From an optimization exercise on the open Yosys and OpenROAD flow, aimed at small area, a short achievable clock period and few clock cycles per item; shortcuts taken in it are not production practice. RTL that was checked went through simulation tests only; none was proved equivalent to the original. For run 1, only the layout was checked, not whether the RTL still works.

## flow/design.v (module list and top-level ports; edited modules follow where they fit)
// module yuv2rgb_top: 597 lines
module yuv2rgb_top #(
	parameter int img_width = 320,
	parameter int img_height = 240
) (
	input logic CLOCK_50_I,
	input logic Resetn,
	input logic start,
	input logic [15:0] read_data,
	output logic [15:0] write_data,
	output logic [17:0] address,
	output logic write_en_n,
	output logic done
);
  // ...
==> flow/run.sh <==
#!/bin/bash
# synth_recipe.tcl (not shown) runs the flow's synth.tcl, then flattens the netlist and writes it again
# the make line also repeats each setting of config.mk as NAME=value (left out here)
make -C /OpenROAD-flow-scripts/flow DESIGN_CONFIG=/design/flow/config.mk WORK_HOME=/design/flow/orfs CLKGATE_MAP_FILE= SYNTH_SCRIPT=/design/flow/synth_recipe.tcl finish
==> flow/config.mk <==
export PLATFORM = sky130hd
export DESIGN_NAME = yuv2rgb_top
export DESIGN_NICKNAME = yuv2rgb_top
export VERILOG_FILES = /design/flow/design.v
export SDC_FILE = /design/flow/constraint.sdc
export NUM_CORES = 4
export LEC_CHECK = 0
export CAP_MARGIN = 20
export CORE_MARGIN = 2
export CORE_UTILIZATION = 40
export SLEW_MARGIN = 20
==> flow/constraint.sdc <==
create_clock -name core_clock -period 11.0 [get_ports {CLOCK_50_I}]
set_input_delay 2.2000 -clock core_clock [delete_from_list [all_inputs] [get_ports {CLOCK_50_I}]]
set_output_delay 2.2000 -clock core_clock [all_outputs]
set_load 0.01 [all_outputs]
==> summary.txt, run 1 <==
* Seq_cells at 437
* Compound-gate portion of the synthesized area at 0.09830
* FF-to-FF End: mg_c
* Port Buffers at 54
* Cell row count at 92
* Post-synth EDFFs at 212
* DP Worst Slack at 7468 ps
* Multi-input logic area at 12720 um^2
* Final slew viol count at 0
* Crit path capture type: primary output
* First-pass GRT wire length at 91.78 mm
* Wire per inst at approximately 18 um
* Gate Count Post-Synth at approximately 2300
* Max reg flops at 96
* Post-Synth Adder-Cell Area at 0.2733
* Busiest grt layer: met2
* Remaining antenna violation count at 0
* Die area at 66000 um^2
* Cell family with most CP delay: buffers and inverters
* Yosys cell types at 74
* Design area at between 20000 and 30000 um^2
* Worst Path Max Fanout at 1
* Inverter count at between 400 and 500
* Synth top area cells: edfxtp_1 25%, dfxtp_1 17%, fa_1 16%
* Ys async rst share at 0.01602
* Final period utilization at 0.3387
* Main synth FF type: dfxtp_1
* Metal3 WL at around 3.3 mm
* Yosys Warn Count at 2
* Leading cell kind: multi-input gates
* Multi-input combinational area share at 0.4431
* Largest family of logic cells by synthesized area: adder cells
* CP required at 8800 ps
* Critical Path AT at 1530 ps
* Status: timing/DRC/antenna clean
* HPWL Detailed at 45.62 mm
==> module yuv2rgb_top, before the edit <==
module yuv2rgb_top #(
	parameter int img_width = 320,
	parameter int img_height = 240
) (
	input logic CLOCK_50_I,
	input logic Resetn,
	input logic start,
	input logic [15:0] read_data,
	output logic [15:0] write_data,
	output logic [17:0] address,
	output logic write_en_n,
	output logic done
);
	localparam int macros_per_row = img_width / 4;
	localparam int n_pairs = img_width * img_height / 2;
	localparam logic [17:0] u_base = 18'(img_width * img_height / 2);
	localparam logic [17:0] v_base = 18'(img_width * img_height * 3 / 4);
	localparam logic [16:0] rgb_first = 17'(146944 - 131072);
	localparam logic [15:0] y_end = 16'(n_pairs / 2 + 1);
	localparam logic [17:0] u_base2 = u_base + 18'd2;
	localparam logic [17:0] v_base2 = v_base + 18'd2;
	localparam logic [6:0] col_idle = 7'(macros_per_row - 2);
	logic active;
	logic write_en;
	logic [3:0] ph;
	logic [15:0] mc;
	logic [6:0] col;
	logic wr_ok;
	logic [16:0] rgb;
	logic finish;
	logic wr_ok_n;
	logic wr_issue;
	logic [17:0] c_addr;
	assign finish = active && (ph == 4'd6) && (mc == y_end);
	assign wr_ok_n = wr_ok || ((ph == 4'd6) && (col == 7'd0));
	assign wr_issue = active && !finish && wr_ok_n && ((ph == 4'd1) || (ph == 4'd2)
		|| (ph == 4'd4) || (ph == 4'd5) || (ph == 4'd6) || (ph == 4'd8));
	assign c_addr = ((ph == 4'd0) ? v_base2 : u_base2) + {{2{mc[15]}}, mc};
	always_ff @(posedge CLOCK_50_I or negedge Resetn) begin
		if (!Resetn) begin
			active <= 1'b0;
			ph <= 4'd9;
			done <= 1'b0;
			write_en <= 1'b0;
		end else begin
			done <= finish;
			write_en <= wr_issue;
			if (!active) begin
				if (start) begin
					active <= 1'b1;
					ph <= 4'd0;
				end else begin
					ph <= 4'd9;
				end
			end else if (finish) begin
				active <= 1'b0;
				ph <= 4'd9;
			end else begin
				ph <= (ph == 4'd9) ? 4'd0 : ph + 4'd1;
			end
		end
	end
	always_ff @(posedge CLOCK_50_I) begin
		if (!active || finish) begin
			mc <= 16'hfffe;
			col <= col_idle;
			wr_ok <= 1'b0;
			rgb <= rgb_first;
		end else begin
			wr_ok <= wr_ok_n;
			if (ph == 4'd3) begin
				mc <= mc + 16'd1;
			end
			if (ph == 4'd7) begin
				col <= (col == 7'(macros_per_row - 1)) ? 7'd0 : col + 7'd1;
			end
			if (wr_issue) begin
				rgb <= rgb + 17'd1;
			end
		end
		case (ph)
			4'd3: address <= {1'b0, mc, 1'b1};
			4'd7: address <= {1'b0, mc, 1'b0};
			4'd9, 4'd0: address <= c_addr;
			default: address <= {1'b1, rgb};
		endcase
	end
	assign write_en_n = !write_en;
	logic [7:0] cw [0:11];
	logic [7:0] us, vs;
	logic n_allc, n_a, n_b;
	logic vsel;
	logic cl_l0, cl_l1, cl_r7, cl_r8, cl_r9;
	assign n_allc = (ph == 4'd9) || (ph == 4'd0) || (ph == 4'd3) || (ph == 4'd4);
	assign n_a = (ph == 4'd1) || (ph == 4'd2);
	assign n_b = (ph == 4'd5) || (ph == 4'd6);
	always_ff @(posedge CLOCK_50_I) begin
		if ((ph == 4'd2) || (ph == 4'd3) || (ph == 4'd6) || (ph == 4'd7)) begin
			for (int k = 0; k < 11; k++) begin
				cw[k] <= cw[k + 1];
			end
			case (ph)
				4'd6: cw[11] <= us;
				4'd7: cw[11] <= vs;
				default: cw[11] <= read_data[15:8];
			endcase
		end
		if (ph == 4'd2) begin
			us <= read_data[7:0];
		end
		if (ph == 4'd3) begin
			vs <= read_data[7:0];
		end
		vsel <= (ph == 4'd0) || (ph == 4'd4);
		cl_l0 <= n_allc || (n_a && (col == 7'd0));
		cl_l1 <= n_b && (col == 7'd0);
		cl_r7 <= n_b && (col == 7'(macros_per_row - 2));
		cl_r8 <= n_a && (col == 7'(macros_per_row - 1));
		cl_r9 <= n_allc || (n_b && (col == 7'(macros_per_row - 1)));
	end
	logic [7:0] e0, e1, e2, e3, e4, e5;
	logic [7:0] t0, t1, t3, t4, t5;
	logic [8:0] tap_a, tap_b, tap_c;
	logic [16:0] f_ra, f_rb, f_sum;
	logic [8:0] fir_out;
	assign e0 = cw[0];
	assign e1 = cw[2];
	assign e2 = vsel ? cw[5] : cw[4];
	assign e3 = cw[6];
	assign e4 = cw[8];
	assign e5 = cw[10];
	assign t0 = cl_l0 ? e2 : (cl_l1 ? e1 : e0);
	assign t1 = cl_l0 ? e2 : e1;
	assign t3 = cl_r9 ? e2 : e3;
	assign t4 = cl_r9 ? e2 : (cl_r8 ? e3 : e4);
	assign t5 = cl_r9 ? e2 : (cl_r8 ? e3 : (cl_r7 ? e4 : e5));
	always_ff @(posedge CLOCK_50_I) begin
		tap_a <= {1'b0, t0} + {1'b0, t5};
		tap_b <= {1'b0, t1} + {1'b0, t4};
		tap_c <= {1'b0, e2} + {1'b0, t3};
	end
	logic hf_s0, hf_c1, hf_s2, hf_c3, hf_s4, hf_c5, hf_s6, hf_c7, hf_s8, hf_c9, hf_s10, hf_c11, hf_s12, hf_c13, hf_s14, hf_c15, hf_s16, hf_c17, hf_s18, hf_c19, hf_s20, hf_c21, hf_s22, hf_c23, hf_s24, hf_c25, hf_s26, hf_c27, hf_s28, hf_c29, hf_s30, hf_c31, hf_s32, hf_c33, hf_s34, hf_c35, hf_s36, hf_c37, hf_s38, hf_c39, hf_s40, hf_c41, hf_s42, hf_c43, hf_s44, hf_c45, hf_s46, hf_c47, hf_s48, hf_c49, hf_s50, hf_c51, hf_s52, hf_c53, hf_s54, hf_c55, hf_s56, hf_c57, hf_s58, hf_c59, hf_s60, hf_c61, hf_s62, hf_c63, hf_s64, hf_c65, hf_s66, hf_c67, hf_s68, hf_c69, hf_s70, hf_c71, hf_s72, hf_c73, hf_s74, hf_c75, hf_s76, hf_c77, hf_s78, hf_c79, hf_s80, hf_c81, hf_s82, hf_c83, hf_s84, hf_c85, hf_s86, hf_c87, hf_s88, hf_c89, hf_s90, hf_c91, hf_s92, hf_c93, hf_s94, hf_c95, hf_s96, hf_c97, hf_s98, hf_c99, hf_s100, hf_c101, hf_s102, hf_c103, hf_s104, hf_c105, hf_s106, hf_c107, hf_s108, hf_c109, hf_s110, hf_c111, hf_s112, hf_c113, hf_s114, hf_c115, hf_s116, hf_c117, hf_s118, hf_c119, hf_s120, hf_c121, hf_s122, hf_c123, hf_s124, hf_c125, hf_s126, hf_c127, hf_s128, hf_c129, hf_s130, hf_c131, hf_s132, hf_c133, hf_s134, hf_c135, hf_s136, hf_c137, hf_s138, hf_c139, hf_s140, hf_c141, hf_s142, hf_c143;
	assign {hf_c1, hf_s0} = {1'b0, tap_a[7]} + {1'b0, tap_a[5]};
	assign {hf_c3, hf_s2} = {1'b0, tap_a[8]} + {1'b0, tap_a[6]};
	assign {hf_c5, hf_s4} = {1'b0, tap_a[5]} + {1'b0, tap_a[3]};
	assign {hf_c7, hf_s6} = {1'b0, tap_a[6]} + {1'b0, tap_a[4]} + {1'b0, tap_a[2]};
	assign {hf_c9, hf_s8} = {1'b0, ~tap_b[4]} + {1'b0, tap_b[2]} + {1'b0, ~tap_b[0]};
	assign {hf_c11, hf_s10} = {1'b0, tap_a[3]} + {1'b0, ~tap_b[5]} + {1'b0, tap_b[3]};
	assign {hf_c13, hf_s12} = {1'b0, ~tap_b[1]} + {1'b0, ~tap_c[7]} + {1'b0, tap_c[2]};
	assign hf_s14 = ~tap_c[0];
	assign hf_c15 = tap_c[0];
	assign {hf_c17, hf_s16} = {1'b0, tap_a[4]} + {1'b0, ~tap_b[6]} + {1'b0, tap_b[4]};
	assign {hf_c19, hf_s18} = {1'b0, ~tap_b[2]} + {1'b0, ~tap_c[8]} + {1'b0, tap_c[3]};
	assign {hf_c21, hf_s20} = {1'b0, tap_c[1]} + {1'b0, hf_c1} + {1'b0, hf_s2};
	assign {hf_c23, hf_s22} = {1'b0, tap_a[7]} + {1'b0, tap_a[5]} + {1'b0, ~tap_b[7]};
	assign {hf_c25, hf_s24} = {1'b0, tap_b[5]} + {1'b0, ~tap_b[3]} + {1'b0, tap_c[4]};
	assign hf_s26 = ~(tap_c[2] ^ hf_c3);
	assign hf_c27 = tap_c[2] | hf_c3;
	assign {hf_c29, hf_s28} = {1'b0, tap_a[8]} + {1'b0, tap_a[6]} + {1'b0, ~tap_b[8]};
	assign {hf_c31, hf_s30} = {1'b0, tap_b[6]} + {1'b0, ~tap_b[4]} + {1'b0, tap_c[5]};
	assign hf_s32 = ~tap_c[3];
	assign hf_c33 = tap_c[3];
	assign {hf_c35, hf_s34} = {1'b0, tap_a[7]} + {1'b0, tap_b[7]} + {1'b0, ~tap_b[5]};
	assign {hf_c37, hf_s36} = {1'b0, tap_a[8]} + {1'b0, tap_b[8]};
	assign {hf_c39, hf_s38} = {1'b0, tap_a[2]} + {1'b0, tap_a[0]};
	assign {hf_c41, hf_s40} = {1'b0, tap_a[3]} + {1'b0, tap_a[1]};
	assign {hf_c43, hf_s42} = {1'b0, tap_a[4]} + {1'b0, tap_a[2]} + {1'b0, tap_a[0]};
	assign {hf_c45, hf_s44} = {1'b0, ~tap_b[2]} + {1'b0, tap_b[0]};
	assign {hf_c47, hf_s46} = {1'b0, tap_a[1]} + {1'b0, ~tap_b[3]} + {1'b0, tap_b[1]};
	assign {hf_c49, hf_s48} = {1'b0, ~tap_c[5]} + {1'b0, tap_c[0]} + {1'b0, hf_s4};
	assign hf_s50 = ~(~tap_c[6] ^ tap_c[1]);
	assign hf_c51 = ~tap_c[6] | tap_c[1];
	assign {hf_c53, hf_s52} = {1'b0, hf_c5} + {1'b0, hf_s6} + {1'b0, hf_s8};
	assign {hf_c55, hf_s54} = {1'b0, hf_s14} + {1'b0, hf_s0} + {1'b0, hf_c7};
	assign {hf_c57, hf_s56} = {1'b0, hf_c9} + {1'b0, hf_s10} + {1'b0, hf_s12};
	assign {hf_c59, hf_s58} = {1'b0, hf_c15} + {1'b0, hf_c11} + {1'b0, hf_c13};
	assign {hf_c61, hf_s60} = {1'b0, hf_s16} + {1'b0, hf_s18} + {1'b0, hf_s20};
	assign {hf_c63, hf_s62} = {1'b0, hf_c17} + {1'b0, hf_c19} + {1'b0, hf_s22};
	assign {hf_c65, hf_s64} = {1'b0, hf_s24} + {1'b0, hf_c21} + {1'b0, hf_s26};
	assign {hf_c67, hf_s66} = {1'b0, hf_s32} + {1'b0, hf_c23} + {1'b0, hf_c25};
	assign {hf_c69, hf_s68} = {1'b0, hf_s28} + {1'b0, hf_s30} + {1'b0, hf_c27};
	assign {hf_c71, hf_s70} = {1'b0, tap_c[6]} + {1'b0, tap_c[4]} + {1'b0, hf_c33};
	assign {hf_c73, hf_s72} = {1'b0, hf_c29} + {1'b0, hf_c31} + {1'b0, hf_s34};
	assign {hf_c75, hf_s74} = {1'b0, ~tap_b[6]} + {1'b0, tap_c[7]} + {1'b0, tap_c[5]};
	assign hf_s76 = ~(hf_s36 ^ hf_c35);
	assign hf_c77 = hf_s36 | hf_c35;
	assign {hf_c79, hf_s78} = {1'b0, ~tap_b[7]} + {1'b0, tap_c[8]} + {1'b0, tap_c[6]};
	assign hf_s80 = ~hf_c37;
	assign hf_c81 = hf_c37;
	assign {hf_c83, hf_s82} = {1'b0, ~tap_b[8]} + {1'b0, tap_c[7]};
	assign {hf_c85, hf_s84} = {1'b0, ~tap_b[0]} + {1'b0, ~tap_c[2]};
	assign {hf_c87, hf_s86} = {1'b0, ~tap_b[1]} + {1'b0, ~tap_c[3]} + {1'b0, hf_c39};
	assign {hf_c89, hf_s88} = {1'b0, ~tap_c[4]} + {1'b0, hf_c41} + {1'b0, hf_s44};
	assign {hf_c91, hf_s90} = {1'b0, hf_c45} + {1'b0, hf_c43} + {1'b0, hf_s46};
	assign {hf_c93, hf_s92} = {1'b0, hf_c47} + {1'b0, hf_s50} + {1'b0, hf_c49};
	assign {hf_c95, hf_s94} = {1'b0, hf_c51} + {1'b0, hf_c53} + {1'b0, hf_s54};
	assign {hf_c97, hf_s96} = {1'b0, hf_c55} + {1'b0, hf_c57} + {1'b0, hf_s58};
	assign {hf_c99, hf_s98} = {1'b0, hf_c59} + {1'b0, hf_s62} + {1'b0, hf_c61};
	assign {hf_c101, hf_s100} = {1'b0, hf_c63} + {1'b0, hf_s66} + {1'b0, hf_c65};
	assign {hf_c103, hf_s102} = {1'b0, hf_s70} + {1'b0, hf_c67} + {1'b0, hf_s72};
	assign {hf_c105, hf_s104} = {1'b0, hf_s74} + {1'b0, hf_c71} + {1'b0, hf_c73};
	assign {hf_c107, hf_s106} = {1'b0, hf_c75} + {1'b0, hf_s78} + {1'b0, hf_s80};
	assign hf_s108 = ~(hf_s82 ^ hf_c79);
	assign hf_c109 = hf_s82 | hf_c79;
	assign hf_s110 = ~tap_c[8];
	assign hf_c111 = tap_c[8];
	assign {hf_c113, hf_s112} = {1'b0, tap_a[0]} + {1'b0, ~tap_c[0]};
	assign {hf_c115, hf_s114} = {1'b0, tap_a[1]} + {1'b0, ~tap_c[1]};
	assign hf_s116 = ~(hf_s84 ^ hf_s38);
	assign hf_c117 = hf_s84 | hf_s38;
	assign {hf_c119, hf_s118} = {1'b0, hf_c85} + {1'b0, hf_s40} + {1'b0, hf_s86};
	assign {hf_c121, hf_s120} = {1'b0, hf_s42} + {1'b0, hf_c87} + {1'b0, hf_s88};
	assign {hf_c123, hf_s122} = {1'b0, hf_c89} + {1'b0, hf_s48} + {1'b0, hf_s90};
	assign {hf_c125, hf_s124} = {1'b0, hf_c91} + {1'b0, hf_s52} + {1'b0, hf_s92};
	assign {hf_c127, hf_s126} = {1'b0, hf_s56} + {1'b0, hf_c93} + {1'b0, hf_s94};
	assign {hf_c129, hf_s128} = {1'b0, hf_s60} + {1'b0, hf_c95} + {1'b0, hf_s96};
	assign {hf_c131, hf_s130} = {1'b0, hf_s64} + {1'b0, hf_c97} + {1'b0, hf_s98};
	assign {hf_c133, hf_s132} = {1'b0, hf_s68} + {1'b0, hf_c99} + {1'b0, hf_s100};
	assign {hf_c135, hf_s134} = {1'b0, hf_c69} + {1'b0, hf_s102} + {1'b0, hf_c101};
	assign {hf_c137, hf_s136} = {1'b0, hf_s76} + {1'b0, hf_c103} + {1'b0, hf_s104};
	assign {hf_c139, hf_s138} = {1'b0, hf_c77} + {1'b0, hf_s106} + {1'b0, hf_c105};
	assign {hf_c141, hf_s140} = {1'b0, hf_c81} + {1'b0, hf_s108} + {1'b0, hf_c107};
	assign {hf_c143, hf_s142} = {1'b0, hf_s110} + {1'b0, hf_c83} + {1'b0, hf_c109};
	assign f_ra = {hf_c143, hf_c141, hf_c139, hf_c137, hf_c135, hf_c133, hf_c131, hf_c129, hf_c127, hf_c125, hf_c123, hf_c121, hf_c119, hf_c117, hf_c115, hf_c113, hf_s112};
	assign f_rb = {hf_c111, hf_s142, hf_s140, hf_s138, hf_s136, hf_s134, hf_s132, hf_s130, hf_s128, hf_s126, hf_s124, hf_s122, hf_s120, hf_s118, hf_s116, hf_s114, 1'b1};
	logic [8:0] f_lo;
	logic [8:0] fh_a, fh_b;
	logic fh_c;
	assign f_lo = {1'b0, f_ra[7:0]} + {1'b0, f_rb[7:0]};
	always_ff @(posedge CLOCK_50_I) begin
		fh_a <= f_ra[16:8];
		fh_b <= f_rb[16:8];
		fh_c <= f_lo[8];
	end
	assign f_sum = {fh_a, fh_c, 7'd0} + {fh_b, fh_c, 7'd0};
	assign fir_out = f_sum[16:8];
	logic [15:0] yreg;
	logic [7:0] l_in;
	logic [23:0] l_ra, l_rb;
	logic [23:0] l_reg;
	logic [8:0] pu_p, pu_n, pv_p, pv_n;
	logic [26:0] sr_ra, sr_rb, sg_ra, sg_rb, sb_ra, sb_rb;
	logic [16:0] lo_r, lo_g, lo_b;
	logic [10:0] mr_a, mr_b, mg_a, mg_b, mb_a, mb_b;
	logic mr_c, mg_c, mb_c;
	logic [11:0] hr, hg, hb;
	logic [7:0] pix_r, pix_g, pix_b;
	logic [7:0] save_b;
	logic [15:0] save_gb;
	function automatic logic [7:0] clip8(input logic [10:0] s);
		if (s[10]) begin
			clip8 = 8'd0;
		end else if (s[9:8] != 2'd0) begin
			clip8 = 8'd255;
		end else begin
			clip8 = s[7:0];
		end
	endfunction
	assign l_in = yreg[15:8];
	logic hl_s0, hl_c1, hl_s2, hl_c3, hl_s4, hl_c5, hl_s6, hl_c7, hl_s8, hl_c9, hl_s10, hl_c11, hl_s12, hl_c13, hl_s14, hl_c15, hl_s16, hl_c17, hl_s18, hl_c19, hl_s20, hl_c21, hl_s22, hl_c23, hl_s24, hl_c25, hl_s26, hl_c27, hl_s28, hl_c29, hl_s30, hl_c31, hl_s32, hl_c33, hl_s34, hl_c35, hl_s36, hl_c37, hl_s38, hl_c39;
	assign {hl_c1, hl_s0} = {1'b0, l_in[7]} + {1'b0, l_in[5]};
	assign {hl_c3, hl_s2} = {1'b0, l_in[5]} + {1'b0, l_in[3]};
	assign {hl_c5, hl_s4} = {1'b0, l_in[6]} + {1'b0, l_in[4]};
	assign hl_s6 = ~(l_in[3] ^ l_in[0]);
	assign hl_c7 = l_in[3] | l_in[0];
	assign {hl_c9, hl_s8} = {1'b0, l_in[6]} + {1'b0, l_in[4]} + {1'b0, l_in[1]};
	assign {hl_c11, hl_s10} = {1'b0, l_in[7]} + {1'b0, l_in[5]} + {1'b0, l_in[2]};
	assign {hl_c13, hl_s12} = {1'b0, l_in[6]} + {1'b0, l_in[3]};
	assign {hl_c15, hl_s14} = {1'b0, l_in[2]} + {1'b0, l_in[0]};
	assign hl_s16 = ~(l_in[3] ^ l_in[1]);
	assign hl_c17 = l_in[3] | l_in[1];
	assign {hl_c19, hl_s18} = {1'b0, l_in[4]} + {1'b0, l_in[2]} + {1'b0, l_in[0]};
	assign hl_s20 = ~(l_in[1] ^ hl_s2);
	assign hl_c21 = l_in[1] | hl_s2;
	assign {hl_c23, hl_s22} = {1'b0, l_in[2]} + {1'b0, hl_c3} + {1'b0, hl_s4};
	assign {hl_c25, hl_s24} = {1'b0, hl_c5} + {1'b0, hl_s0} + {1'b0, hl_s6};
	assign {hl_c27, hl_s26} = {1'b0, hl_c1} + {1'b0, hl_c7} + {1'b0, hl_s8};
	assign hl_s28 = ~(hl_c9 ^ hl_s10);
	assign hl_c29 = hl_c9 | hl_s10;
	assign hl_s30 = ~(hl_s12 ^ hl_c11);
	assign hl_c31 = hl_s12 | hl_c11;
	assign {hl_c33, hl_s32} = {1'b0, l_in[7]} + {1'b0, l_in[4]} + {1'b0, hl_c13};
	assign hl_s34 = ~l_in[5];
	assign hl_c35 = l_in[5];
	assign hl_s36 = ~l_in[6];
	assign hl_c37 = l_in[6];
	assign hl_s38 = ~l_in[7];
	assign hl_c39 = l_in[7];
	assign l_ra = {1'b1, hl_c39, hl_c37, hl_c35, hl_c33, hl_c31, hl_c29, hl_c27, hl_c25, hl_c23, hl_c21, hl_c19, hl_c17, hl_c15, hl_s14, l_in[1], ~l_in[7], ~l_in[6], ~l_in[5], ~l_in[4], ~l_in[3], ~l_in[2], ~l_in[1], ~l_in[0]};
	assign l_rb = {1'b0, 1'b1, hl_s38, hl_s36, hl_s34, hl_s32, hl_s30, hl_s28, hl_s26, hl_s24, hl_s22, hl_s20, hl_s18, hl_s16, 1'b1, 1'b1, l_in[0], 1'b0, 1'b0, 1'b1, 1'b0, 1'b0, 1'b0, 1'b1};
	logic hr_s0, hr_c1, hr_s2, hr_c3, hr_s4, hr_c5, hr_s6, hr_c7, hr_s8, hr_c9, hr_s10, hr_c11, hr_s12, hr_c13, hr_s14, hr_c15, hr_s16, hr_c17, hr_s18, hr_c19, hr_s20, hr_c21, hr_s22, hr_c23, hr_s24, hr_c25, hr_s26, hr_c27, hr_s28, hr_c29, hr_s30, hr_c31, hr_s32, hr_c33, hr_s34, hr_c35, hr_s36, hr_c37, hr_s38, hr_c39, hr_s40, hr_c41, hr_s42, hr_c43, hr_s44, hr_c45, hr_s46, hr_c47, hr_s48, hr_c49, hr_s50, hr_c51, hr_s52, hr_c53, hr_s54, hr_c55, hr_s56, hr_c57, hr_s58, hr_c59, hr_s60, hr_c61, hr_s62, hr_c63, hr_s64, hr_c65, hr_s66, hr_c67, hr_s68, hr_c69, hr_s70, hr_c71, hr_s72, hr_c73, hr_s74, hr_c75, hr_s76, hr_c77, hr_s78, hr_c79, hr_s80, hr_c81, hr_s82, hr_c83, hr_s84, hr_c85, hr_s86, hr_c87, hr_s88, hr_c89, hr_s90, hr_c91, hr_s92, hr_c93, hr_s94, hr_c95, hr_s96, hr_c97, hr_s98, hr_c99, hr_s100, hr_c101, hr_s102, hr_c103, hr_s104, hr_c105, hr_s106, hr_c107, hr_s108, hr_c109, hr_s110, hr_c111, hr_s112, hr_c113, hr_s114, hr_c115, hr_s116, hr_c117, hr_s118, hr_c119, hr_s120, hr_c121, hr_s122, hr_c123, hr_s124, hr_c125, hr_s126, hr_c127, hr_s128, hr_c129, hr_s130, hr_c131, hr_s132, hr_c133, hr_s134, hr_c135, hr_s136, hr_c137, hr_s138, hr_c139;
	assign {hr_c1, hr_s0} = {1'b0, l_reg[5]} + {1'b0, pv_n[7]};
	assign {hr_c3, hr_s2} = {1'b0, l_reg[6]} + {1'b0, pv_p[8]} + {1'b0, pv_p[6]};
	assign {hr_c5, hr_s4} = {1'b0, pv_p[4]} + {1'b0, pv_p[1]};
	assign {hr_c7, hr_s6} = {1'b0, l_reg[7]} + {1'b0, pv_p[7]} + {1'b0, pv_p[5]};
	assign hr_s8 = pv_n[2];
	assign hr_c9 = pv_p[2];
	assign {hr_c11, hr_s10} = {1'b0, l_reg[8]} + {1'b0, pv_n[8]} + {1'b0, pv_p[6]};
	assign {hr_c13, hr_s12} = {1'b0, l_reg[9]} + {1'b0, pv_p[7]};
	assign {hr_c15, hr_s14} = {1'b0, l_reg[10]} + {1'b0, pv_n[8]} + {1'b0, pv_p[5]};
	assign {hr_c17, hr_s16} = {1'b0, l_reg[11]} + {1'b0, pv_p[6]} + {1'b0, pv_n[2]};
	assign {hr_c19, hr_s18} = {1'b0, l_reg[12]} + {1'b0, pv_p[7]} + {1'b0, pv_n[3]};
	assign {hr_c21, hr_s20} = {1'b0, l_reg[13]} + {1'b0, pv_n[8]} + {1'b0, pv_n[4]};
	assign {hr_c23, hr_s22} = {1'b0, pv_p[2]} + {1'b0, pv_n[0]};
	assign {hr_c25, hr_s24} = {1'b0, l_reg[14]} + {1'b0, pv_n[5]} + {1'b0, pv_p[3]};
	assign hr_s26 = ~pv_n[1];
	assign hr_c27 = pv_n[1];
	assign {hr_c29, hr_s28} = {1'b0, l_reg[15]} + {1'b0, pv_n[6]} + {1'b0, pv_p[4]};
	assign hr_s30 = ~(pv_n[2] ^ pv_p[0]);
	assign hr_c31 = pv_n[2] | pv_p[0];
	assign {hr_c33, hr_s32} = {1'b0, l_reg[16]} + {1'b0, pv_n[7]} + {1'b0, pv_p[5]};
	assign hr_s34 = ~(pv_n[3] ^ pv_p[1]);
	assign hr_c35 = pv_n[3] | pv_p[1];
	assign {hr_c37, hr_s36} = {1'b0, l_reg[17]} + {1'b0, pv_p[8]} + {1'b0, pv_p[6]};
	assign {hr_c39, hr_s38} = {1'b0, pv_n[4]} + {1'b0, pv_p[2]};
	assign {hr_c41, hr_s40} = {1'b0, l_reg[18]} + {1'b0, pv_p[7]} + {1'b0, pv_n[5]};
	assign hr_s42 = pv_n[3];
	assign hr_c43 = pv_p[3];
	assign {hr_c45, hr_s44} = {1'b0, l_reg[19]} + {1'b0, pv_n[8]} + {1'b0, pv_n[6]};
	assign {hr_c47, hr_s46} = {1'b0, l_reg[20]} + {1'b0, pv_n[7]};
	assign {hr_c49, hr_s48} = {1'b0, l_reg[2]} + {1'b0, pv_n[4]};
	assign {hr_c51, hr_s50} = {1'b0, l_reg[3]} + {1'b0, pv_n[5]} + {1'b0, pv_p[3]};
	assign {hr_c53, hr_s52} = {1'b0, l_reg[4]} + {1'b0, pv_n[6]} + {1'b0, pv_p[4]};
	assign {hr_c55, hr_s54} = {1'b0, pv_p[5]} + {1'b0, pv_p[3]} + {1'b0, pv_p[0]};
	assign hr_s56 = ~(hr_c1 ^ hr_s4);
	assign hr_c57 = hr_c1 | hr_s4;
	assign {hr_c59, hr_s58} = {1'b0, hr_c5} + {1'b0, hr_s8} + {1'b0, hr_c3};
	assign {hr_c61, hr_s60} = {1'b0, pv_p[3]} + {1'b0, hr_c9} + {1'b0, hr_c7};
	assign {hr_c63, hr_s62} = {1'b0, pv_p[4]} + {1'b0, pv_n[0]} + {1'b0, hr_s12};
	assign hr_s64 = ~(pv_n[1] ^ hr_c13);
	assign hr_c65 = pv_n[1] | hr_c13;
	assign hr_s66 = ~(pv_p[0] ^ hr_c15);
	assign hr_c67 = pv_p[0] | hr_c15;
	assign hr_s68 = ~(pv_p[1] ^ hr_c17);
	assign hr_c69 = pv_p[1] | hr_c17;
	assign hr_s70 = ~(hr_s22 ^ hr_c19);
	assign hr_c71 = hr_s22 | hr_c19;
	assign {hr_c73, hr_s72} = {1'b0, hr_c23} + {1'b0, hr_s26} + {1'b0, hr_c21};
	assign {hr_c75, hr_s74} = {1'b0, hr_c27} + {1'b0, hr_c25} + {1'b0, hr_s28};
	assign {hr_c77, hr_s76} = {1'b0, hr_c29} + {1'b0, hr_c31} + {1'b0, hr_s32};
	assign {hr_c79, hr_s78} = {1'b0, hr_s38} + {1'b0, hr_c33} + {1'b0, hr_c35};
	assign {hr_c81, hr_s80} = {1'b0, hr_c39} + {1'b0, hr_s42} + {1'b0, hr_c37};
	assign {hr_c83, hr_s82} = {1'b0, pv_p[4]} + {1'b0, hr_c43} + {1'b0, hr_c41};
	assign hr_s84 = ~(pv_p[5] ^ hr_s46);
	assign hr_c85 = pv_p[5] | hr_s46;
	assign {hr_c87, hr_s86} = {1'b0, l_reg[21]} + {1'b0, pv_p[8]} + {1'b0, pv_p[6]};
	assign {hr_c89, hr_s88} = {1'b0, l_reg[22]} + {1'b0, pv_p[7]};
	assign {hr_c91, hr_s90} = {1'b0, ~l_reg[23]} + {1'b0, pv_n[8]};
	assign {hr_c93, hr_s92} = {1'b0, l_reg[0]} + {1'b0, pv_n[2]};
	assign {hr_c95, hr_s94} = {1'b0, l_reg[1]} + {1'b0, pv_n[3]} + {1'b0, pv_p[1]};
	assign {hr_c97, hr_s96} = {1'b0, pv_p[2]} + {1'b0, pv_p[0]} + {1'b0, hr_s48};
	assign {hr_c99, hr_s98} = {1'b0, pv_p[1]} + {1'b0, hr_c49} + {1'b0, hr_s50};
	assign {hr_c101, hr_s100} = {1'b0, pv_p[2]} + {1'b0, hr_c51} + {1'b0, hr_s52};
	assign {hr_c103, hr_s102} = {1'b0, hr_s0} + {1'b0, hr_c53} + {1'b0, hr_s54};
	assign {hr_c105, hr_s104} = {1'b0, hr_c55} + {1'b0, hr_s2} + {1'b0, hr_s56};
	assign {hr_c107, hr_s106} = {1'b0, hr_s6} + {1'b0, hr_c57} + {1'b0, hr_s58};
	assign {hr_c109, hr_s108} = {1'b0, hr_s10} + {1'b0, hr_c59} + {1'b0, hr_s60};
	assign {hr_c111, hr_s110} = {1'b0, hr_c11} + {1'b0, hr_s62} + {1'b0, hr_c61};
	assign {hr_c113, hr_s112} = {1'b0, hr_s14} + {1'b0, hr_c63} + {1'b0, hr_s64};
	assign {hr_c115, hr_s114} = {1'b0, hr_s16} + {1'b0, hr_c65} + {1'b0, hr_s66};
	assign {hr_c117, hr_s116} = {1'b0, hr_s18} + {1'b0, hr_c67} + {1'b0, hr_s68};
	assign {hr_c119, hr_s118} = {1'b0, hr_s20} + {1'b0, hr_c69} + {1'b0, hr_s70};
	assign {hr_c121, hr_s120} = {1'b0, hr_s24} + {1'b0, hr_c71} + {1'b0, hr_s72};
	assign {hr_c123, hr_s122} = {1'b0, hr_s30} + {1'b0, hr_c73} + {1'b0, hr_s74};
	assign {hr_c125, hr_s124} = {1'b0, hr_s34} + {1'b0, hr_c75} + {1'b0, hr_s76};
	assign {hr_c127, hr_s126} = {1'b0, hr_s36} + {1'b0, hr_c77} + {1'b0, hr_s78};
	assign {hr_c129, hr_s128} = {1'b0, hr_s40} + {1'b0, hr_c79} + {1'b0, hr_s80};
	assign {hr_c131, hr_s130} = {1'b0, hr_s44} + {1'b0, hr_c81} + {1'b0, hr_s82};
	assign {hr_c133, hr_s132} = {1'b0, hr_c45} + {1'b0, hr_s84} + {1'b0, hr_c83};
	assign {hr_c135, hr_s134} = {1'b0, hr_c47} + {1'b0, hr_s86} + {1'b0, hr_c85};
	assign hr_s136 = ~(hr_s88 ^ hr_c87);
	assign hr_c137 = hr_s88 | hr_c87;
	assign hr_s138 = ~(hr_c89 ^ hr_s90);
	assign hr_c139 = hr_c89 | hr_s90;
	assign sr_ra = {hr_c139, hr_c137, hr_c135, hr_c133, hr_c131, hr_c129, hr_c127, hr_c125, hr_c123, hr_c121, hr_c119, hr_c117, hr_c115, hr_c113, hr_c111, hr_c109, hr_c107, hr_c105, hr_c103, hr_c101, hr_c99, hr_c97, hr_c95, hr_c93, hr_s92, pv_n[1], pv_n[0]};
	assign sr_rb = {hr_c91, hr_s138, hr_s136, hr_s134, hr_s132, hr_s130, hr_s128, hr_s126, hr_s124, hr_s122, hr_s120, hr_s118, hr_s116, hr_s114, hr_s112, hr_s110, hr_s108, hr_s106, hr_s104, hr_s102, hr_s100, hr_s98, hr_s96, hr_s94, pv_p[0], 1'b0, 1'b1};
	logic hg_s0, hg_c1, hg_s2, hg_c3, hg_s4, hg_c5, hg_s6, hg_c7, hg_s8, hg_c9, hg_s10, hg_c11, hg_s12, hg_c13, hg_s14, hg_c15, hg_s16, hg_c17, hg_s18, hg_c19, hg_s20, hg_c21, hg_s22, hg_c23, hg_s24, hg_c25, hg_s26, hg_c27, hg_s28, hg_c29, hg_s30, hg_c31, hg_s32, hg_c33, hg_s34, hg_c35, hg_s36, hg_c37, hg_s38, hg_c39, hg_s40, hg_c41, hg_s42, hg_c43, hg_s44, hg_c45, hg_s46, hg_c47, hg_s48, hg_c49, hg_s50, hg_c51, hg_s52, hg_c53, hg_s54, hg_c55, hg_s56, hg_c57, hg_s58, hg_c59, hg_s60, hg_c61, hg_s62, hg_c63, hg_s64, hg_c65, hg_s66, hg_c67, hg_s68, hg_c69, hg_s70, hg_c71, hg_s72, hg_c73, hg_s74, hg_c75, hg_s76, hg_c77, hg_s78, hg_c79, hg_s80, hg_c81, hg_s82, hg_c83, hg_s84, hg_c85, hg_s86, hg_c87, hg_s88, hg_c89, hg_s90, hg_c91, hg_s92, hg_c93, hg_s94, hg_c95, hg_s96, hg_c97, hg_s98, hg_c99, hg_s100, hg_c101, hg_s102, hg_c103, hg_s104, hg_c105, hg_s106, hg_c107, hg_s108, hg_c109, hg_s110, hg_c111, hg_s112, hg_c113, hg_s114, hg_c115, hg_s116, hg_c117, hg_s118, hg_c119, hg_s120, hg_c121, hg_s122, hg_c123, hg_s124, hg_c125, hg_s126, hg_c127, hg_s128, hg_c129, hg_s130, hg_c131, hg_s132, hg_c133, hg_s134, hg_c135, hg_s136, hg_c137, hg_s138, hg_c139, hg_s140, hg_c141, hg_s142, hg_c143, hg_s144, hg_c145, hg_s146, hg_c147, hg_s148, hg_c149, hg_s150, hg_c151, hg_s152, hg_c153, hg_s154, hg_c155, hg_s156, hg_c157, hg_s158, hg_c159, hg_s160, hg_c161, hg_s162, hg_c163;
	assign {hg_c1, hg_s0} = {1'b0, l_reg[14]} + {1'b0, pu_n[6]} + {1'b0, pu_p[3]};
	assign {hg_c3, hg_s2} = {1'b0, l_reg[15]} + {1'b0, pu_n[7]} + {1'b0, pu_p[4]};
	assign {hg_c5, hg_s4} = {1'b0, l_reg[16]} + {1'b0, pu_p[8]} + {1'b0, pu_p[5]};
	assign {hg_c7, hg_s6} = {1'b0, pu_n[3]} + {1'b0, pv_n[6]};
	assign {hg_c9, hg_s8} = {1'b0, l_reg[17]} + {1'b0, pu_p[6]} + {1'b0, pu_n[4]};
	assign {hg_c11, hg_s10} = {1'b0, pv_n[7]} + {1'b0, pv_p[5]};
	assign {hg_c13, hg_s12} = {1'b0, l_reg[18]} + {1'b0, pu_p[7]} + {1'b0, pu_n[5]};
	assign {hg_c15, hg_s14} = {1'b0, l_reg[3]} + {1'b0, pu_p[2]};
	assign {hg_c17, hg_s16} = {1'b0, l_reg[4]} + {1'b0, pu_p[3]} + {1'b0, pu_n[1]};
	assign {hg_c19, hg_s18} = {1'b0, pv_n[6]} + {1'b0, pv_n[1]};
	assign {hg_c21, hg_s20} = {1'b0, l_reg[5]} + {1'b0, pu_p[4]} + {1'b0, pu_n[2]};
	assign {hg_c23, hg_s22} = {1'b0, pv_n[7]} + {1'b0, pv_n[2]};
	assign {hg_c25, hg_s24} = {1'b0, l_reg[6]} + {1'b0, pu_p[5]} + {1'b0, pu_n[3]};
	assign hg_s26 = ~(pv_p[8] ^ pv_n[3]);
	assign hg_c27 = pv_p[8] | pv_n[3];
	assign {hg_c29, hg_s28} = {1'b0, l_reg[7]} + {1'b0, pu_p[6]} + {1'b0, pu_n[4]};
	assign hg_s30 = ~pv_n[4];
	assign hg_c31 = pv_n[4];
	assign {hg_c33, hg_s32} = {1'b0, l_reg[8]} + {1'b0, pu_p[7]} + {1'b0, pu_n[5]};
	assign {hg_c35, hg_s34} = {1'b0, pu_n[0]} + {1'b0, pv_n[5]};
	assign {hg_c37, hg_s36} = {1'b0, l_reg[9]} + {1'b0, pu_n[8]} + {1'b0, pu_n[6]};
	assign hg_s38 = ~(pu_n[1] ^ pv_n[6]);
	assign hg_c39 = pu_n[1] | pv_n[6];
	assign {hg_c41, hg_s40} = {1'b0, l_reg[10]} + {1'b0, pu_n[7]} + {1'b0, pu_n[2]};
	assign {hg_c43, hg_s42} = {1'b0, pv_n[7]} + {1'b0, pv_n[0]};
	assign {hg_c45, hg_s44} = {1'b0, l_reg[11]} + {1'b0, pu_p[8]} + {1'b0, pu_n[3]};
	assign {hg_c47, hg_s46} = {1'b0, pu_p[0]} + {1'b0, pv_p[8]} + {1'b0, pv_n[1]};
	assign {hg_c49, hg_s48} = {1'b0, l_reg[12]} + {1'b0, pu_n[4]} + {1'b0, pu_p[1]};
	assign hg_s50 = ~(pv_n[2] ^ pv_p[0]);
	assign hg_c51 = pv_n[2] | pv_p[0];
	assign {hg_c53, hg_s52} = {1'b0, l_reg[13]} + {1'b0, pu_n[5]} + {1'b0, pu_p[2]};
	assign {hg_c55, hg_s54} = {1'b0, pu_n[0]} + {1'b0, pv_n[3]} + {1'b0, pv_p[1]};
	assign {hg_c57, hg_s56} = {1'b0, pu_n[1]} + {1'b0, pv_n[4]} + {1'b0, pv_p[2]};
	assign hg_s58 = ~(pv_n[0] ^ hg_s0);
	assign hg_c59 = pv_n[0] | hg_s0;
	assign {hg_c61, hg_s60} = {1'b0, pu_n[2]} + {1'b0, pv_n[5]} + {1'b0, pv_p[3]};
	assign {hg_c63, hg_s62} = {1'b0, pv_n[1]} + {1'b0, hg_c1} + {1'b0, hg_s2};
	assign hg_s64 = ~(pv_p[4] ^ pv_n[2]);
	assign hg_c65 = pv_p[4] | pv_n[2];
	assign {hg_c67, hg_s66} = {1'b0, hg_s6} + {1'b0, hg_c3} + {1'b0, hg_s4};
	assign hg_s68 = ~(pv_n[3] ^ hg_c7);
	assign hg_c69 = pv_n[3] | hg_c7;
	assign {hg_c71, hg_s70} = {1'b0, hg_s10} + {1'b0, hg_c5} + {1'b0, hg_s8};
	assign {hg_c73, hg_s72} = {1'b0, pv_p[8]} + {1'b0, pv_p[6]} + {1'b0, pv_n[4]};
	assign {hg_c75, hg_s74} = {1'b0, hg_c11} + {1'b0, hg_c9} + {1'b0, hg_s12};
	assign {hg_c77, hg_s76} = {1'b0, l_reg[19]} + {1'b0, pu_n[8]} + {1'b0, pu_n[6]};
	assign {hg_c79, hg_s78} = {1'b0, pv_p[7]} + {1'b0, pv_n[5]} + {1'b0, hg_c13};
	assign {hg_c81, hg_s80} = {1'b0, l_reg[20]} + {1'b0, pu_n[7]} + {1'b0, pv_n[8]};
	assign {hg_c83, hg_s82} = {1'b0, pu_n[0]} + {1'b0, pv_n[5]};
	assign hg_s84 = ~(hg_c15 ^ hg_s18);
	assign hg_c85 = hg_c15 | hg_s18;
	assign {hg_c87, hg_s86} = {1'b0, hg_c19} + {1'b0, hg_s22} + {1'b0, hg_c17};
	assign {hg_c89, hg_s88} = {1'b0, hg_c23} + {1'b0, hg_c21} + {1'b0, hg_s24};
	assign {hg_c91, hg_s90} = {1'b0, hg_s30} + {1'b0, hg_c25} + {1'b0, hg_c27};
	assign {hg_c93, hg_s92} = {1'b0, hg_c31} + {1'b0, hg_s34} + {1'b0, hg_c29};
	assign {hg_c95, hg_s94} = {1'b0, hg_c35} + {1'b0, hg_c33} + {1'b0, hg_s36};
	assign {hg_c97, hg_s96} = {1'b0, hg_s42} + {1'b0, hg_c37} + {1'b0, hg_c39};
	assign {hg_c99, hg_s98} = {1'b0, hg_c43} + {1'b0, hg_c41} + {1'b0, hg_s44};
	assign {hg_c101, hg_s100} = {1'b0, hg_c45} + {1'b0, hg_c47} + {1'b0, hg_s48};
	assign {hg_c103, hg_s102} = {1'b0, hg_c49} + {1'b0, hg_c51} + {1'b0, hg_s52};
	assign {hg_c105, hg_s104} = {1'b0, hg_c53} + {1'b0, hg_c55} + {1'b0, hg_s56};
	assign {hg_c107, hg_s106} = {1'b0, hg_c57} + {1'b0, hg_s60} + {1'b0, hg_c59};
	assign {hg_c109, hg_s108} = {1'b0, hg_c61} + {1'b0, hg_s64} + {1'b0, hg_c63};
	assign {hg_c111, hg_s110} = {1'b0, hg_c65} + {1'b0, hg_s68} + {1'b0, hg_c67};
	assign {hg_c113, hg_s112} = {1'b0, hg_s72} + {1'b0, hg_c69} + {1'b0, hg_c71};
	assign {hg_c115, hg_s114} = {1'b0, hg_c73} + {1'b0, hg_s76} + {1'b0, hg_c75};
	assign {hg_c117, hg_s116} = {1'b0, pv_n[6]} + {1'b0, hg_c77} + {1'b0, hg_s80};
	assign {hg_c119, hg_s118} = {1'b0, l_reg[21]} + {1'b0, pu_p[8]} + {1'b0, pv_n[7]};
	assign {hg_c121, hg_s120} = {1'b0, l_reg[1]} + {1'b0, pu_p[0]};
	assign {hg_c123, hg_s122} = {1'b0, l_reg[2]} + {1'b0, pu_p[1]} + {1'b0, pv_n[4]};
	assign {hg_c125, hg_s124} = {1'b0, pv_n[0]} + {1'b0, hg_s82} + {1'b0, hg_s14};
	assign {hg_c127, hg_s126} = {1'b0, hg_c83} + {1'b0, hg_s16} + {1'b0, hg_s84};
	assign {hg_c129, hg_s128} = {1'b0, hg_s20} + {1'b0, hg_c85} + {1'b0, hg_s86};
	assign {hg_c131, hg_s130} = {1'b0, hg_s26} + {1'b0, hg_c87} + {1'b0, hg_s88};
	assign {hg_c133, hg_s132} = {1'b0, hg_s28} + {1'b0, hg_c89} + {1'b0, hg_s90};
	assign {hg_c135, hg_s134} = {1'b0, hg_s32} + {1'b0, hg_c91} + {1'b0, hg_s92};
	assign {hg_c137, hg_s136} = {1'b0, hg_s38} + {1'b0, hg_c93} + {1'b0, hg_s94};
	assign {hg_c139, hg_s138} = {1'b0, hg_s40} + {1'b0, hg_c95} + {1'b0, hg_s96};
	assign {hg_c141, hg_s140} = {1'b0, hg_s46} + {1'b0, hg_c97} + {1'b0, hg_s98};
	assign {hg_c143, hg_s142} = {1'b0, hg_s50} + {1'b0, hg_c99} + {1'b0, hg_s100};
	assign {hg_c145, hg_s144} = {1'b0, hg_s54} + {1'b0, hg_c101} + {1'b0, hg_s102};
	assign {hg_c147, hg_s146} = {1'b0, hg_c103} + {1'b0, hg_s104} + {1'b0, hg_s58};
	assign {hg_c149, hg_s148} = {1'b0, hg_c105} + {1'b0, hg_s62} + {1'b0, hg_s106};
	assign {hg_c151, hg_s150} = {1'b0, hg_s66} + {1'b0, hg_c107} + {1'b0, hg_s108};
	assign {hg_c153, hg_s152} = {1'b0, hg_s70} + {1'b0, hg_c109} + {1'b0, hg_s110};
	assign {hg_c155, hg_s154} = {1'b0, hg_s74} + {1'b0, hg_c111} + {1'b0, hg_s112};
	assign {hg_c157, hg_s156} = {1'b0, hg_s78} + {1'b0, hg_c113} + {1'b0, hg_s114};
	assign {hg_c159, hg_s158} = {1'b0, hg_s116} + {1'b0, hg_c79} + {1'b0, hg_c115};
	assign {hg_c161, hg_s160} = {1'b0, hg_s118} + {1'b0, hg_c81} + {1'b0, hg_c117};
	assign {hg_c163, hg_s162} = {1'b0, l_reg[22]} + {1'b0, pv_p[8]} + {1'b0, hg_c119};
	assign sg_ra = {1'b1, hg_c163, hg_c161, hg_c159, hg_c157, hg_c155, hg_c153, hg_c151, hg_c149, hg_c147, hg_c145, hg_c143, hg_c141, hg_c139, hg_c137, hg_c135, hg_c133, hg_c131, hg_c129, hg_c127, hg_c125, hg_c123, hg_c121, hg_s120, l_reg[0], pv_n[1], pv_n[0]};
	assign sg_rb = {1'b0, ~l_reg[23], hg_s162, hg_s160, hg_s158, hg_s156, hg_s154, hg_s152, hg_s150, hg_s148, hg_s146, hg_s144, hg_s142, hg_s140, hg_s138, hg_s136, hg_s134, hg_s132, hg_s130, hg_s128, hg_s126, hg_s124, hg_s122, pv_n[3], pv_n[2], 1'b0, 1'b1};
	logic hb_s0, hb_c1, hb_s2, hb_c3, hb_s4, hb_c5, hb_s6, hb_c7, hb_s8, hb_c9, hb_s10, hb_c11, hb_s12, hb_c13, hb_s14, hb_c15, hb_s16, hb_c17, hb_s18, hb_c19, hb_s20, hb_c21, hb_s22, hb_c23, hb_s24, hb_c25, hb_s26, hb_c27, hb_s28, hb_c29, hb_s30, hb_c31, hb_s32, hb_c33, hb_s34, hb_c35, hb_s36, hb_c37, hb_s38, hb_c39, hb_s40, hb_c41, hb_s42, hb_c43, hb_s44, hb_c45, hb_s46, hb_c47, hb_s48, hb_c49, hb_s50, hb_c51, hb_s52, hb_c53, hb_s54, hb_c55, hb_s56, hb_c57, hb_s58, hb_c59, hb_s60, hb_c61, hb_s62, hb_c63, hb_s64, hb_c65, hb_s66, hb_c67, hb_s68, hb_c69, hb_s70, hb_c71, hb_s72, hb_c73, hb_s74, hb_c75, hb_s76, hb_c77, hb_s78, hb_c79, hb_s80, hb_c81, hb_s82, hb_c83, hb_s84, hb_c85, hb_s86, hb_c87, hb_s88, hb_c89, hb_s90, hb_c91, hb_s92, hb_c93, hb_s94, hb_c95, hb_s96, hb_c97, hb_s98, hb_c99, hb_s100, hb_c101, hb_s102, hb_c103, hb_s104, hb_c105, hb_s106, hb_c107, hb_s108, hb_c109, hb_s110, hb_c111, hb_s112, hb_c113, hb_s114, hb_c115, hb_s116, hb_c117, hb_s118, hb_c119, hb_s120, hb_c121;
	assign {hb_c1, hb_s0} = {1'b0, l_reg[5]} + {1'b0, pu_n[7]};
	assign {hb_c3, hb_s2} = {1'b0, l_reg[6]} + {1'b0, pu_p[8]} + {1'b0, pu_n[6]};
	assign {hb_c5, hb_s4} = {1'b0, pu_p[3]} + {1'b0, pu_p[1]};
	assign {hb_c7, hb_s6} = {1'b0, l_reg[7]} + {1'b0, pu_n[7]} + {1'b0, pu_p[4]};
	assign hb_s8 = pu_n[2];
	assign hb_c9 = pu_p[2];
	assign {hb_c11, hb_s10} = {1'b0, l_reg[8]} + {1'b0, pu_p[8]} + {1'b0, pu_p[5]};
	assign {hb_c13, hb_s12} = {1'b0, pu_p[3]} + {1'b0, pu_p[0]};
	assign {hb_c15, hb_s14} = {1'b0, l_reg[9]} + {1'b0, pu_p[6]} + {1'b0, pu_p[4]};
	assign hb_s16 = pu_n[1];
	assign hb_c17 = pu_p[1];
	assign {hb_c19, hb_s18} = {1'b0, l_reg[10]} + {1'b0, pu_p[7]} + {1'b0, pu_p[5]};
	assign hb_s20 = pu_n[2];
	assign hb_c21 = pu_p[2];
	assign {hb_c23, hb_s22} = {1'b0, l_reg[11]} + {1'b0, pu_n[8]} + {1'b0, pu_p[6]};
	assign {hb_c25, hb_s24} = {1'b0, l_reg[12]} + {1'b0, pu_p[7]};
	assign {hb_c27, hb_s26} = {1'b0, l_reg[0]} + {1'b0, pu_n[2]};
	assign {hb_c29, hb_s28} = {1'b0, l_reg[1]} + {1'b0, pu_n[3]};
	assign {hb_c31, hb_s30} = {1'b0, l_reg[2]} + {1'b0, pu_n[4]};
	assign {hb_c33, hb_s32} = {1'b0, l_reg[3]} + {1'b0, pu_n[5]} + {1'b0, pu_n[3]};
	assign {hb_c35, hb_s34} = {1'b0, l_reg[4]} + {1'b0, pu_n[6]} + {1'b0, pu_n[4]};
	assign {hb_c37, hb_s36} = {1'b0, pu_n[5]} + {1'b0, pu_p[2]} + {1'b0, pu_p[0]};
	assign hb_s38 = ~(hb_c1 ^ hb_s4);
	assign hb_c39 = hb_c1 | hb_s4;
	assign {hb_c41, hb_s40} = {1'b0, hb_c5} + {1'b0, hb_s8} + {1'b0, hb_c3};
	assign {hb_c43, hb_s42} = {1'b0, hb_c9} + {1'b0, hb_s12} + {1'b0, hb_c7};
	assign {hb_c45, hb_s44} = {1'b0, hb_c13} + {1'b0, hb_s16} + {1'b0, hb_c11};
	assign {hb_c47, hb_s46} = {1'b0, hb_c17} + {1'b0, hb_s20} + {1'b0, hb_c15};
	assign {hb_c49, hb_s48} = {1'b0, pu_p[3]} + {1'b0, hb_c21} + {1'b0, hb_c19};
	assign hb_s50 = ~(pu_p[4] ^ hb_s24);
	assign hb_c51 = pu_p[4] | hb_s24;
	assign {hb_c53, hb_s52} = {1'b0, l_reg[13]} + {1'b0, pu_n[8]} + {1'b0, pu_p[5]};
	assign {hb_c55, hb_s54} = {1'b0, l_reg[14]} + {1'b0, pu_p[6]};
	assign {hb_c57, hb_s56} = {1'b0, l_reg[15]} + {1'b0, pu_p[7]} + {1'b0, pu_p[0]};
	assign {hb_c59, hb_s58} = {1'b0, l_reg[16]} + {1'b0, pu_n[8]};
	assign {hb_c61, hb_s60} = {1'b0, l_reg[17]} + {1'b0, pu_p[2]};
	assign {hb_c63, hb_s62} = {1'b0, l_reg[18]} + {1'b0, pu_p[3]};
	assign {hb_c65, hb_s64} = {1'b0, l_reg[19]} + {1'b0, pu_p[4]};
	assign {hb_c67, hb_s66} = {1'b0, l_reg[20]} + {1'b0, pu_p[5]};
	assign {hb_c69, hb_s68} = {1'b0, l_reg[21]} + {1'b0, pu_p[6]};
	assign {hb_c71, hb_s70} = {1'b0, l_reg[22]} + {1'b0, pu_p[7]};
	assign {hb_c73, hb_s72} = {1'b0, ~l_reg[23]} + {1'b0, pu_n[8]};
	assign hb_s74 = ~pu_n[0];
	assign hb_c75 = pu_n[0];
	assign {hb_c77, hb_s76} = {1'b0, pu_n[1]} + {1'b0, hb_c27} + {1'b0, hb_s28};
	assign {hb_c79, hb_s78} = {1'b0, pu_n[2]} + {1'b0, hb_c29} + {1'b0, hb_s30};
	assign {hb_c81, hb_s80} = {1'b0, pu_p[0]} + {1'b0, hb_c31} + {1'b0, hb_s32};
	assign {hb_c83, hb_s82} = {1'b0, pu_p[1]} + {1'b0, hb_c33} + {1'b0, hb_s34};
	assign {hb_c85, hb_s84} = {1'b0, hb_s0} + {1'b0, hb_c35} + {1'b0, hb_s36};
	assign {hb_c87, hb_s86} = {1'b0, hb_c37} + {1'b0, hb_s2} + {1'b0, hb_s38};
	assign {hb_c89, hb_s88} = {1'b0, hb_s6} + {1'b0, hb_c39} + {1'b0, hb_s40};
	assign {hb_c91, hb_s90} = {1'b0, hb_s10} + {1'b0, hb_c41} + {1'b0, hb_s42};
	assign {hb_c93, hb_s92} = {1'b0, hb_s14} + {1'b0, hb_c43} + {1'b0, hb_s44};
	assign {hb_c95, hb_s94} = {1'b0, hb_s18} + {1'b0, hb_c45} + {1'b0, hb_s46};
	assign {hb_c97, hb_s96} = {1'b0, hb_s22} + {1'b0, hb_c47} + {1'b0, hb_s48};
	assign {hb_c99, hb_s98} = {1'b0, hb_c23} + {1'b0, hb_s50} + {1'b0, hb_c49};
	assign {hb_c101, hb_s100} = {1'b0, hb_c25} + {1'b0, hb_s52} + {1'b0, hb_c51};
	assign hb_s102 = ~(hb_s54 ^ hb_c53);
	assign hb_c103 = hb_s54 | hb_c53;
	assign hb_s104 = ~(hb_c55 ^ hb_s56);
	assign hb_c105 = hb_c55 | hb_s56;
	assign {hb_c107, hb_s106} = {1'b0, pu_p[1]} + {1'b0, hb_s58} + {1'b0, hb_c57};
	assign hb_s108 = ~(hb_c59 ^ hb_s60);
	assign hb_c109 = hb_c59 | hb_s60;
	assign hb_s110 = ~(hb_c61 ^ hb_s62);
	assign hb_c111 = hb_c61 | hb_s62;
	assign hb_s112 = ~(hb_c63 ^ hb_s64);
	assign hb_c113 = hb_c63 | hb_s64;
	assign hb_s114 = ~(hb_c65 ^ hb_s66);
	assign hb_c115 = hb_c65 | hb_s66;
	assign hb_s116 = ~(hb_c67 ^ hb_s68);
	assign hb_c117 = hb_c67 | hb_s68;
	assign hb_s118 = ~(hb_c69 ^ hb_s70);
	assign hb_c119 = hb_c69 | hb_s70;
	assign hb_s120 = ~(hb_c71 ^ hb_s72);
	assign hb_c121 = hb_c71 | hb_s72;
	assign sb_ra = {hb_c121, hb_c119, hb_c117, hb_c115, hb_c113, hb_c111, hb_c109, hb_c107, hb_c105, hb_c103, hb_c101, hb_c99, hb_c97, hb_c95, hb_c93, hb_c91, hb_c89, hb_c87, hb_c85, hb_c83, hb_c81, hb_c79, hb_c77, hb_c75, hb_s74, pu_n[1], pu_n[0]};
	assign sb_rb = {hb_c73, hb_s120, hb_s118, hb_s116, hb_s114, hb_s112, hb_s110, hb_s108, hb_s106, hb_s104, hb_s102, hb_s100, hb_s98, hb_s96, hb_s94, hb_s92, hb_s90, hb_s88, hb_s86, hb_s84, hb_s82, hb_s80, hb_s78, hb_s76, hb_s26, 1'b0, 1'b1};
	assign lo_r = {1'b0, sr_ra[15:0]} + {1'b0, sr_rb[15:0]};
	assign lo_g = {1'b0, sg_ra[15:0]} + {1'b0, sg_rb[15:0]};
	assign lo_b = {1'b0, sb_ra[15:0]} + {1'b0, sb_rb[15:0]};
	assign hr = {mr_a, 1'b1} + {mr_b, mr_c};
	assign hg = {mg_a, 1'b1} + {mg_b, mg_c};
	assign hb = {mb_a, 1'b1} + {mb_b, mb_c};
	always_ff @(posedge CLOCK_50_I) begin
		if ((ph == 4'd6) || (ph == 4'd0)) begin
			yreg <= read_data;
		end else if ((ph == 4'd4) || (ph == 4'd8)) begin
			yreg[15:8] <= yreg[7:0];
		end
		l_reg <= l_ra + l_rb;
		if ((ph == 4'd2) || (ph == 4'd4) || (ph == 4'd6) || (ph == 4'd8)) begin
			pu_p <= fir_out;
			pu_n <= ~fir_out;
		end
		if ((ph == 4'd3) || (ph == 4'd5) || (ph == 4'd7) || (ph == 4'd9)) begin
			pv_p <= fir_out;
			pv_n <= ~fir_out;
		end
		mr_a <= sr_ra[26:16];
		mr_b <= sr_rb[26:16];
		mr_c <= lo_r[16];
		mg_a <= sg_ra[26:16];
		mg_b <= sg_rb[26:16];
		mg_c <= lo_g[16];
		mb_a <= sb_ra[26:16];
		mb_b <= sb_rb[26:16];
		mb_c <= lo_b[16];
		if ((ph == 4'd5) || (ph == 4'd7) || (ph == 4'd9) || (ph == 4'd2)) begin
			pix_r <= clip8(hr[11:1]);
			pix_g <= clip8(hg[11:1]);
			pix_b <= clip8(hb[11:1]);
		end
		if ((ph == 4'd7) || (ph == 4'd2)) begin
			save_b <= pix_b;
		end
		if (ph == 4'd9) begin
			save_gb <= {pix_g, pix_b};
		end
		case (ph)
			4'd1: write_data <= save_gb;
			4'd2, 4'd6: write_data <= {pix_r, pix_g};
			4'd4, 4'd8: write_data <= {save_b, pix_r};
			default: write_data <= {pix_g, pix_b};
		endcase
	end
endmodule
==> run 2: changes to the inputs <==
--- a/flow/design.v
+++ b/flow/design.v
@@ -21,7 +21,6 @@
 	localparam logic [17:0] v_base2 = v_base + 18'd2;
 	localparam logic [6:0] col_idle = 7'(macros_per_row - 2);
 	logic active;
-	logic write_en;
 	logic [3:0] ph;
 	logic [15:0] mc;
 	logic [6:0] col;
@@ -41,10 +40,10 @@
 			active <= 1'b0;
 			ph <= 4'd9;
 			done <= 1'b0;
-			write_en <= 1'b0;
+			write_en_n <= 1'b1;
 		end else begin
 			done <= finish;
-			write_en <= wr_issue;
+			write_en_n <= !wr_issue;
 			if (!active) begin
 				if (start) begin
 					active <= 1'b1;
@@ -85,7 +84,6 @@
 			default: address <= {1'b1, rgb};
 		endcase
 	end
-	assign write_en_n = !write_en;
 	logic [7:0] cw [0:11];
 	logic [7:0] us, vs;
 	logic n_allc, n_a, n_b;
==> summary.txt, run 2 <==
* Chip height at 256.7 um (was 256.9 um)
* Initial Util at 0.4048 (about the same)
* Clk sinks at 437 (unchanged)
* Synthesized Nets at 2757 (was 2752)
* Antenna cells at 0 (unchanged)
* Cell row count at 92 (unchanged)
* Fillers at 5962 (was 5870)
* # setup viols final at 0 (unchanged)
* Gates resized, CTS repair at 0 (unchanged)
* Core area at 63080 um^2 (was 63200 um^2)
* HP Start: cw[1][2] (was cw[7][4])
* M1 WL at 25.11 mm (was 27.52 mm)
* Clock slew at reported path FFs at 60 ps (about the same)
* Cell area after synthesis at 25540 um^2 (was 25580 um^2)
* Ports at 55 (unchanged)
* Clock buffer depth at 3 (unchanged)
* WL final at 56.04 mm (was 58.18 mm)
* Flops & latches, synth at 437 (unchanged)
* Layout cells sized above 1 at 0.05455 (was 0.05261)
* Hold Fails Final Rpt at 0 (unchanged)
* Critical path launch point type: flop (unchanged)
* Max reg flops at 96 (unchanged)
* Via-to-Cell Ratio at 4.934 (was 4.901)
* Max-cap violations at 0 (unchanged)
* RSZ-0062 raised after global routing: false (unchanged)
* Drt initial violations at 1105 (was 1102)
* Critical path cell sequence: clkdlybuf4s50_1 (was inv_1, clkdlybuf4s50_1)
* Root Driver: clkbuf_16 (unchanged)
* CP required at 8800 ps (about the same)
* GRT overflow at 0 (unchanged)
* Postcts setup bufs at 0 (unchanged)
* GR Util All Layers at 0.1732 (was 0.1777)
* Gate Count Post-Synth at 2304 (was 2299)
* Remaining antenna violation count at 0 (unchanged)
* H-tree Lvls at 2 (unchanged)
* Number of global-route vias before repair at 16780 (was 16510)
* First-pass GRT wire length at 90.52 mm (was 91.78 mm)
* Die area at 65880 um^2 (was 66000 um^2)
* Fmax at 0.2606 GHz (was 0.2684 GHz)
* HPWL Detailed at 43.88 mm (was 45.62 mm)
* Number of hold buffers added after CTS at 0 (unchanged)
* Setup Crit Path Kind: flop to primary output (unchanged)
* Metal3 WL at 3.285 mm (was 3.340 mm)
* Cell family with most CP delay: buffers and inverters (unchanged)
* Worst Path Max Fanout at 1 (unchanged)
* Via count at 16120 (was 15980)
* Final period utilization at 0.3488 (was 0.3387)
* Worst Hold Endpoint: cw[0][2] (was cw[6][4])
* Peak per-stage delay on the critical path at 530 ps (about the same)
* Final slew viol count at 0 (unchanged)
* Critical Path AT at 1640 ps (was 1530 ps)
* Min Tclk post-route at 3837 ps (was 3725 ps)
* Top Layer Used: met5 (was met4)
* Port Buffers at 54 (unchanged)
* DRT Pass-1 Iters at 6 (unchanged)
* Main synth FF type: dfxtp_1 (unchanged)
* CTS tree: done (unchanged)
* Ys async rst share at 0.01602 (unchanged)
* Hold_ws at 417.7 ps (was 417.5 ps)
* DR DRC count at 0 (unchanged)
* Post-synthesis sequential area ratio at 0.4272 (was 0.4264)
* Wire per inst at 17.16 um (was 17.85 um)
* Yosys top cell by area: edfxtp_1 (unchanged)
* FF-to-FF End: mr_c (was mg_c)
* CTS Buf Count at 49 (unchanged)
* Setup TNS at 0 ps (unchanged)
* Die width at 256.7 um (was 256.9 um)
* Synth top area cells: edfxtp_1 25%, dfxtp_1 17%, fa_1 16% (unchanged)
* R2r worst-path depth at 13 (unchanged)
* Post-synth EDFFs at 212 (unchanged)
* Most common cell in the netlist: inv_1 (unchanged)
* Nets at 2832 (was 2826)
* Yosys Warn Count at 2 (unchanged)
* Worst Skew at 52.84 ps (was 28.33 ps)
* Worst rel slew slack at 0.2598 (was 0.2829)
* Yosys top cell area share at 0.2493 (was 0.2488)
* Reg2Reg Setup Slack at 7460 ps (was 7470 ps)
* Status: timing/DRC/antenna clean (unchanged)
* Least-Margin Pin Slew at 1095 ps (was 1072 ps)
* Area Growth Syn to Fin at 12.67% (was 12.21%)
* Most common cell after layout, fill and taps aside: inv_1 (unchanged)
* Most frequent cells in the layout: 460 x inv_1, 226 x ha_1, 218 x dfxtp_1, 212 x edfxtp_1, 208 x fa_1 (was 474 x inv_1, 226 x ha_1, 218 x dfxtp_1, 212 x edfxtp_1, 208 x fa_1)
* Top cells by instance count after synthesis: 460 x inv_1, 226 x ha_1, 218 x dfxtp_1 (was 474 x inv_1, 226 x ha_1, 218 x dfxtp_1)
* Crit path capture type: primary output (unchanged)
* Fin util at 0.4561 (was 0.4543)
* Initial antenna violation count at 2 (unchanged)
* CP max stage cell: clkdlybuf4s50_1 (unchanged)
* Worst Hold Class: flop to flop (unchanged)
* Worst-Skew Late Latency at 610 ps (about the same)
* Gpl congestion at 0.9282 (was 0.9398)
* Largest net degree at the start of global routing at 71 (was 86)
* Yosys cell types at 68 (was 74)
* RR Startpoint: pv_p[6] (was pu_p[5])
* Hold depth at 0 (unchanged)
* CP Buf/Inv Count at 1 (was 2)
* WL met2 at 26.09 mm (was 25.81 mm)
* Synthesized area per cell at 11.08 um^2 (was 11.13 um^2)
[run 2: changes by cell type after synthesis, sizes merged, moves of 6 or more]
cell    previous run  this run
a21oi            124       134
and3              10        16
inv              475       461
nand2             86        96
nor2b             30        38
o21a              38        21
o21bai            11         3
xnor2             75        60
xor2              33        49
[run 2: final cells by class]
class / count / area, um^2 / share of cell area
timing repair buffer: 68 / 645.6 / 0.02244
clock inverter: 27 / 272.8 / 0.009481
inverter: 461 / 1730 / 0.06015
clock buffer: 65 / 1401 / 0.04871
tap: 846 / 1059 / 0.03679
sequential: 437 / 10910 / 0.3792
multi-input combinational: 1362 / 12750 / 0.4432
[run 2: cells by family (layout without fill, tap and decap cells)]
group / Yosys count / count (layout) / synth area share
AOI/OAI and AO/OA: 378 / 378 / 0.09413
xor gates and xnor gates: 109 / 109 / 0.03739
adders and majority gates: 434 / 434 / 0.2738
buffers and inverters: 505 / 621 / 0.07462
DFF: 437 / 437 / 0.4272
muxes: 40 / 40 / 0.01612
and+or+nand+nor: 401 / 401 / 0.07673
[run 2: routing by layer]
layer,global-route usage,vias to the layer above
met4,0.05136,2
met3,0.03440,93
met2,0.2825,349
li1,-,7833
met5,0,-
met1,0.2336,7838
[run 2: worst max-delay path by stage]
stage / startpoint / endpoint / slack (ps) / depth (start not counted)
global route: write_en_n / write_en_n / 7110 / 1
global placement: pv_p[6] / mr_c / 7410 / 13
CTS: write_en_n / write_en_n / 7120 / 1
detailed placement: pv_p[6] / mr_c / 7480 / 13
finish: write_en_n / write_en_n / 7160 / 1
floorplan: ph[3] / cw[0][0] / 5640 / 3
[run 2: worst reg2reg max path, stage by stage, from the launching register on]
cell and delay [ps]:
edfxtp_1 560, fa_1 450, inv_1 80, fa_1 440
fa_1 520, inv_1 50, ha_1 300, a21o_1 180
a21o_1 180, a21oi_1 130, o21ai_0 100, a21o_1 180
a21oi_1 140, o21ai_0 100
[run 2: stage by stage]
step | instances | setup slack [ps] | cell area (um^2)
3_5_place_dp | 3174 | 7484 | 27100
2_1_floorplan | 2304 | 5640 | 25540
5_1_grt | 3266 | 7113 | 28770
6_report | 3266 | 7163 | 28770
3_3_place_gp | 3174 | 7405 | 27100
4_1_cts | 3266 | 7116 | 28770
Testbench counts of run 2, summed over its fixed seeds: cycles 1,152,168, frames 6.

[afterwards: timing with drivers on the ports]
Ports are ideal in the flow. The routed layouts listed here were re-timed in OpenROAD. Step 1 assumes that a clkbuf_16 drives the clock port and a buf_2 every other input. Step 2, shift: input delay + t, output delay - t, t = (earliest + latest rising clock arrival at the registers) / 2. This alone moves slack from input paths to output paths. a / b / c = no drivers / after step 1 / after step 2; a / b = the first two.
run	shift t [ns]	setup slack, ns	worst setup path after step 2	clock arrival spread, ns	pins driven straight from the clock port
run 1	0.649	7.275 / 7.221 / 7.471	register to register	0.029 / 0.029	1
run 2	0.639	7.163 / 7.107 / 7.459	register to register	0.054 / 0.054	1
After both steps setup and hold are still met in every run listed.
